From an optimization exercise on the open Yosys and OpenROAD flow, aimed at small area, a short achievable clock period and few clock cycles per item; shortcuts taken in it are not production practice.
In this exercise RTL edits were held to simulation tests only and were not proved equivalent to the original.

the reference run:
Design seven_segment_mux_scanner, start of the top module:
module seven_segment_mux_scanner (
  input  logic                         clk_i,
  input  logic                         rst_ni,
  input  logic                         item_valid_i,
  output logic                         item_ready_o,
  input  logic                         item_req_type_i,
  input  logic [ssms_pkg::NumberW-1:0] item_number_i,
  input  logic [ssms_pkg::PointW-1:0]  item_point_index_i,
  output logic                         res_valid_o,
  input  logic                         res_ready_i,
  output logic [ssms_pkg::SegW-1:0]    res_segment_levels_o,
  output logic [ssms_pkg::EnableW-1:0] res_digit_enable_levels_o,
  output logic [ssms_pkg::PosW-1:0]    res_active_position_o,
  input  logic                         psel,
  input  logic                         penable,
  input  logic                         pwrite,
  input  logic [ssms_pkg::AddrW-1:0]   paddr,
  input  logic [ssms_pkg::DataW-1:0]   pwdata,
  output logic [ssms_pkg::DataW-1:0]   prdata,
  output logic                         pready
);
  logic [3:0] num_digits_q;
  logic       seg_act_high_q;
  logic       en_act_high_q;
  logic       scan_en_q;
  logic [2:0]      pos_q;
  logic [2:0]      nxt_q;
  logic [7:0][3:0] digit_q;
  logic [3:0]      point_q;
  logic [7:0]      held_q;
  logic [7:0]      en_q;
  logic            lit_q;
  logic            res_valid_q;
  logic       adv_w;
  logic       cfg_wr_w;
  logic [1:0] cfg_idx_w;
  logic [3:0] rd_w;
  logic [3:0] rd_q;
  assign pready    = 1'b1;
  assign cfg_idx_w = paddr[3:2];
  assign cfg_wr_w  = psel && penable && pwrite;
  always_comb begin
    rd_w = '0;
    case (cfg_idx_w)
      2'd0: rd_w    = num_digits_q;
      2'd1: rd_w[0] = seg_act_high_q;
      2'd2: rd_w[0] = en_act_high_q;
      default: rd_w[0] = scan_en_q;
    endcase
  end
  always_ff @(posedge clk_i) begin
    rd_q <= rd_w;
  end
  assign prdata = {28'd0, rd_q};
  always_ff @(posedge clk_i or negedge rst_ni) begin
    if (!rst_ni) begin
      num_digits_q   <= 4'd4;
      seg_act_high_q <= 1'b1;
      en_act_high_q  <= 1'b0;
      scan_en_q      <= 1'b0;
    end else if (cfg_wr_w) begin
      case (cfg_idx_w)
        2'd0: num_digits_q   <= pwdata[3:0];
  ...
Size: about 2,900 cells after synthesis, ~130 I/O pins.
Settings: LEC_CHECK=0, ABC_AREA=1, CAP_MARGIN=20, CORE_MARGIN=2, CORE_UTILIZATION=40, CTS_BUF_LIST=sky130_fd_sc_hd__clkbuf_16, CTS_CLUSTER_DIAMETER=100, CTS_CLUSTER_SIZE=20, PLACE_DENSITY=0.6, SETUP_SLACK_MARGIN=2.2, SLEW_MARGIN=20; clock period 4.5 ns.
standard.sh (not shown) runs the stock make flow with config.mk's settings and CLKGATE_MAP_FILE= SYNTH_SCRIPT=/design/flow/synth_recipe.tcl, a recipe that flattens the netlist after the stock synthesis.
==> flow/flow/run.sh <==
#!/bin/bash
# Layout flow: the standard flow (standard.sh) with two changes:
#  - ports are buffered with the cell named in flow/port_buffer.txt (when present)
#    instead of the cell the resizer picks by default; every port still gets a buffer;
#  - when flow/abc_map.script is present, the combinational logic of the standard
#    synthesis is re-mapped with that ABC script (same Yosys script otherwise). The
#    registers (names, count, cell types) are compared with the standard synthesis;
#    if they differ in any way the standard netlist is used unchanged.
# Each tool's output goes to a log file of its own in this folder.
set -uo pipefail
HERE=$(pwd)
RES=$HERE/orfs/results/$FLOW_PLATFORM/seven_segment_mux_scanner/base
EXTRA=()
if [[ -f flow/port_buffer.txt ]]; then
  EXTRA+=("BUFFER_PORTS_ARGS=-buffer_cell $(tr -d ' \n' < flow/port_buffer.txt)")
fi

bash standard.sh "${EXTRA[@]}" synth > $HERE/log_standard_synth.txt 2>&1 || exit 1
cp $RES/1_2_yosys.v $HERE/standard_1_2_yosys.v

# 2. the same synthesis with the ABC script replaced
if [[ -f flow/abc_map.script ]]; then
  MAKELINE=$(grep '^make ' standard.sh)
  {
    echo 'proc abc {args} {'
    echo '  set i [lsearch -exact $args -script]'
    echo "  if {\$i >= 0} { lset args [expr {\$i + 1}] $HERE/flow/abc_map.script }"
    echo '  yosys abc {*}$args'
    echo '}'
    cat synth_recipe.tcl
  } > $HERE/my_synth.tcl
  MYLINE=$(echo "$MAKELINE" | sed -e "s#WORK_HOME=[^ ]*#WORK_HOME=$HERE/orfs_my#" -e "s#SYNTH_SCRIPT=[^ ]*#SYNTH_SCRIPT=$HERE/my_synth.tcl#" -e 's#"\${@:-finish}"#synth#')
  eval "$MYLINE" > $HERE/log_my_synth.txt 2>&1
  MYRES=$HERE/orfs_my/results/$FLOW_PLATFORM/seven_segment_mux_scanner/base
  regs() { grep -E '^\s*sky130_fd_sc_hd__(df|edf|sdf|dl)[a-z0-9_]*\s' "$1" | awk '{print $1, $2}' | sed -E 's/_[0-9]+ / /' | sort; }
  if [[ -f $MYRES/1_2_yosys.v ]] && diff <(regs $HERE/standard_1_2_yosys.v) <(regs $MYRES/1_2_yosys.v) > $HERE/log_reg_diff.txt \
     && [[ $(regs $HERE/standard_1_2_yosys.v | wc -l) -gt 0 ]]; then
    echo "registers match; using the re-mapped netlist" > $HERE/log_choice.txt
    cp $MYRES/1_2_yosys.v $RES/1_2_yosys.v
    rm -f $RES/1_synth.odb $RES/1_synth.sdc
  else
    echo "registers differ; using the standard netlist" > $HERE/log_choice.txt
  fi
fi

# 3. the rest of the standard flow
bash standard.sh "${EXTRA[@]}" finish > $HERE/log_standard_finish.txt 2>&1
==> flow/flow/port_buffer.txt <==
sky130_fd_sc_hd__buf_1
Per the final summary, the reference run finished and its layout is clean on timing, DRC and antenna.
Testbench counts of the reference run, summed over its fixed seeds: cycles 9,792, items 9,600.
Edits applied to the flow inputs when going from the reference run to the trial run:
--- a/flow/design.v
+++ b/flow/design.v
@@ -71,18 +71,19 @@
       case (cfg_idx_w)
         2'd0: num_digits_q   <= pwdata[3:0];
         2'd1: seg_act_high_q <= pwdata[0];
         2'd2: en_act_high_q  <= pwdata[0];
         default: scan_en_q   <= pwdata[0];
       endcase
     end
   end
+  logic idle_q;
   assign adv_w        = !res_valid_q || res_ready_i;
-  assign item_ready_o = adv_w;
+  assign item_ready_o = res_ready_i || idle_q;
   wire c2_0_0 = (item_number_i[28]);
   wire c2_0_1 = (~item_number_i[30] & ~item_number_i[31] & 1'b0 & ~item_number_i[29]) | (item_number_i[30] & ~item_number_i[31] & ~1'b0 & item_number_i[29]) | (~item_number_i[31] & ~1'b0 & ~1'b0 & item_number_i[29]) | (item_number_i[30] & item_number_i[31] & ~1'b0 & ~item_number_i[29]) | (~item_number_i[30] & item_number_i[31] & 1'b0 & item_number_i[29]) | (1'b0 & ~item_number_i[29]);
   wire c2_0_2 = (item_number_i[30] & ~1'b0 & ~1'b0 & item_number_i[29]) | (item_number_i[30] & ~item_number_i[31] & ~1'b0 & ~item_number_i[29]) | (~item_number_i[30] & 1'b0 & item_number_i[29]) | (~item_number_i[30] & 1'b0 & ~item_number_i[29]) | (~item_number_i[30] & item_number_i[31] & 1'b0);
   wire c2_0_3 = (item_number_i[30] & 1'b0 & item_number_i[29]) | (~item_number_i[30] & item_number_i[31] & ~1'b0 & ~item_number_i[29]) | (item_number_i[30] & item_number_i[31] & 1'b0 & ~item_number_i[29]) | (~item_number_i[30] & ~item_number_i[31] & 1'b0 & item_number_i[29]);
   wire c2_0_4 = (~item_number_i[30] & ~item_number_i[31] & 1'b0) | (item_number_i[31] & ~1'b0 & item_number_i[29]) | (1'b0) | (item_number_i[30] & item_number_i[31] & item_number_i[29]) | (item_number_i[30] & item_number_i[31] & ~1'b0);
   wire c2_0_5 = (item_number_i[30] & 1'b0) | (1'b0) | (item_number_i[31] & 1'b0);
   wire c4_0_0 = (item_number_i[26]);
   wire c4_0_1 = (~c2_0_0 & ~c2_0_1 & c2_0_2 & ~item_number_i[27]) | (c2_0_0 & ~c2_0_1 & ~c2_0_3 & item_number_i[27]) | (~c2_0_1 & ~c2_0_2 & ~c2_0_3 & item_number_i[27]) | (c2_0_0 & c2_0_1 & ~c2_0_2 & ~item_number_i[27]) | (~c2_0_0 & c2_0_1 & c2_0_2 & item_number_i[27]) | (c2_0_3 & ~item_number_i[27]);
@@ -101,17 +102,17 @@
   logic       v1_q, wr1_q;
   logic [3:0] pt1_q;
   logic [24:0] b1_q;
   logic [3:0] g1_0_q;
   logic [3:0] g1_1_q;
   logic [0:0] g1_2_q;
   always_ff @(posedge clk_i or negedge rst_ni) begin
     if (!rst_ni) v1_q <= 1'b0;
-    else if (adv_w) v1_q <= item_valid_i;
+    else if (adv_w) v1_q <= (item_valid_i && item_ready_o);
   end
   always_ff @(posedge clk_i) begin
     if (adv_w) begin
       wr1_q <= item_req_type_i;
       pt1_q <= item_point_index_i;
       b1_q <= {item_number_i[24], item_number_i[23], item_number_i[22], item_number_i[21], item_number_i[20], item_number_i[19], item_number_i[18], item_number_i[17], item_number_i[16], item_number_i[15], item_number_i[14], item_number_i[13], item_number_i[12], item_number_i[11], item_number_i[10], item_number_i[9], item_number_i[8], item_number_i[7], item_number_i[6], item_number_i[5], item_number_i[4], item_number_i[3], item_number_i[2], item_number_i[1], item_number_i[0]};
       g1_0_q <= {c6_0_2, c6_0_1, c6_0_0, item_number_i[25]};
       g1_1_q <= {c6_1_2, c6_1_1, c6_1_0, c6_0_3};
@@ -731,22 +732,20 @@
         point_d = pt5_q;
       end else if (scan_en_q) begin
         pos_d  = nxt_q;
         held_d = seg_act_high_q ? pat_w : ~pat_w;
         lit_d  = 1'b1;
       end else begin
         lit_d = 1'b0;
       end
-      onehot_w = lit_d ? (8'd1 << pos_d) : 8'd0;
-      en_d     = en_act_high_q ? onehot_w : ~onehot_w;
-    end else begin
-      onehot_w = '0;
     end
     if (cfg_wr_w && (cfg_idx_w == 2'd3) && !pwdata[0]) lit_d = 1'b0;
+    onehot_w = lit_d ? (8'd1 << pos_d) : 8'd0;
+    en_d     = en_act_high_q ? onehot_w : ~onehot_w;
   end
   always_ff @(posedge clk_i or negedge rst_ni) begin
     if (!rst_ni) begin
       pos_q       <= '0;
       nxt_q       <= 3'd1;
       point_q     <= 4'hF;
       held_q      <= '0;
       lit_q       <= 1'b0;
@@ -760,13 +759,22 @@
       lit_q   <= lit_d;
       digit_q <= digit_d;
       if (adv_w) res_valid_q <= v5_q;
     end
   end
   always_ff @(posedge clk_i) begin
     en_q <= en_d;
   end
+  always_ff @(posedge clk_i or negedge rst_ni) begin
+    if (!rst_ni) idle_q <= 1'b1;
+    else         idle_q <= !((adv_w ? (item_valid_i && item_ready_o) : v1_q) ||
+                          (adv_w ? v1_q : v2_q) ||
+                          (adv_w ? v2_q : v3_q) ||
+                          (adv_w ? v3_q : v4_q) ||
+                          (adv_w ? v4_q : v5_q) ||
+                          (adv_w ? v5_q : res_valid_q));
+  end
   assign res_valid_o               = res_valid_q;
   assign res_segment_levels_o      = held_q;
   assign res_digit_enable_levels_o = en_q;
   assign res_active_position_o     = pos_q;
 endmodule
Findings:
- Delta (the trial run minus the reference run): register clock-pin slew on the reported worst setup and hold paths went down.
- Wire: the trial run routes less than the reference run
- Of the reference run and the trial run, the run reporting the higher number of cells in the finished layout apart from fillers was the reference run.
- Measured against each other, the reference run and the trial run differ in clock buffer count in the final layout, the lower figure coming from the trial run.
- Diff the reference run -> the trial run: relative area of non-clock buffer cells in the final design down 0.54 points, cell area saw a decrease, setup slack saw an increase.
- Against the reference run, the trial run comes in 0.79 points lower on area growth from synthesis to layout.
- Xor/xnor share of the synthesized area of the trial run is on par with the reference run.
Testbench counts of the trial run, summed over its fixed seeds: cycles 9,792, items 9,600.

[static timing again, ports no longer ideal]
Ports are ideal in the flow. The routed layouts listed here were re-timed in OpenROAD. Step 1, drivers: a clkbuf_16 drives clk_i and a buf_2 each remaining input, both assumed. Step 2 also shifts input and output timing later by t, the mid clock arrival at the registers, as if the neighbouring blocks saw the same clock. a / b / c = ideal ports / drivers / drivers and shift; a / b = the first two.
run	shift t [ns]	setup WS [ns]	clock arrival spread, ns	pins driven straight from the clock port
the reference run	0.583	2.180 / 2.155 / 1.739	0.021 / 0.021	1
the trial run	0.581	2.229 / 2.208 / 1.802	0.031 / 0.031	1
After both steps setup and hold are still met in every run listed. The setup slack of the reference run, which loses most, moves by -0.025 ns with the drivers and by -0.441 ns with both steps.
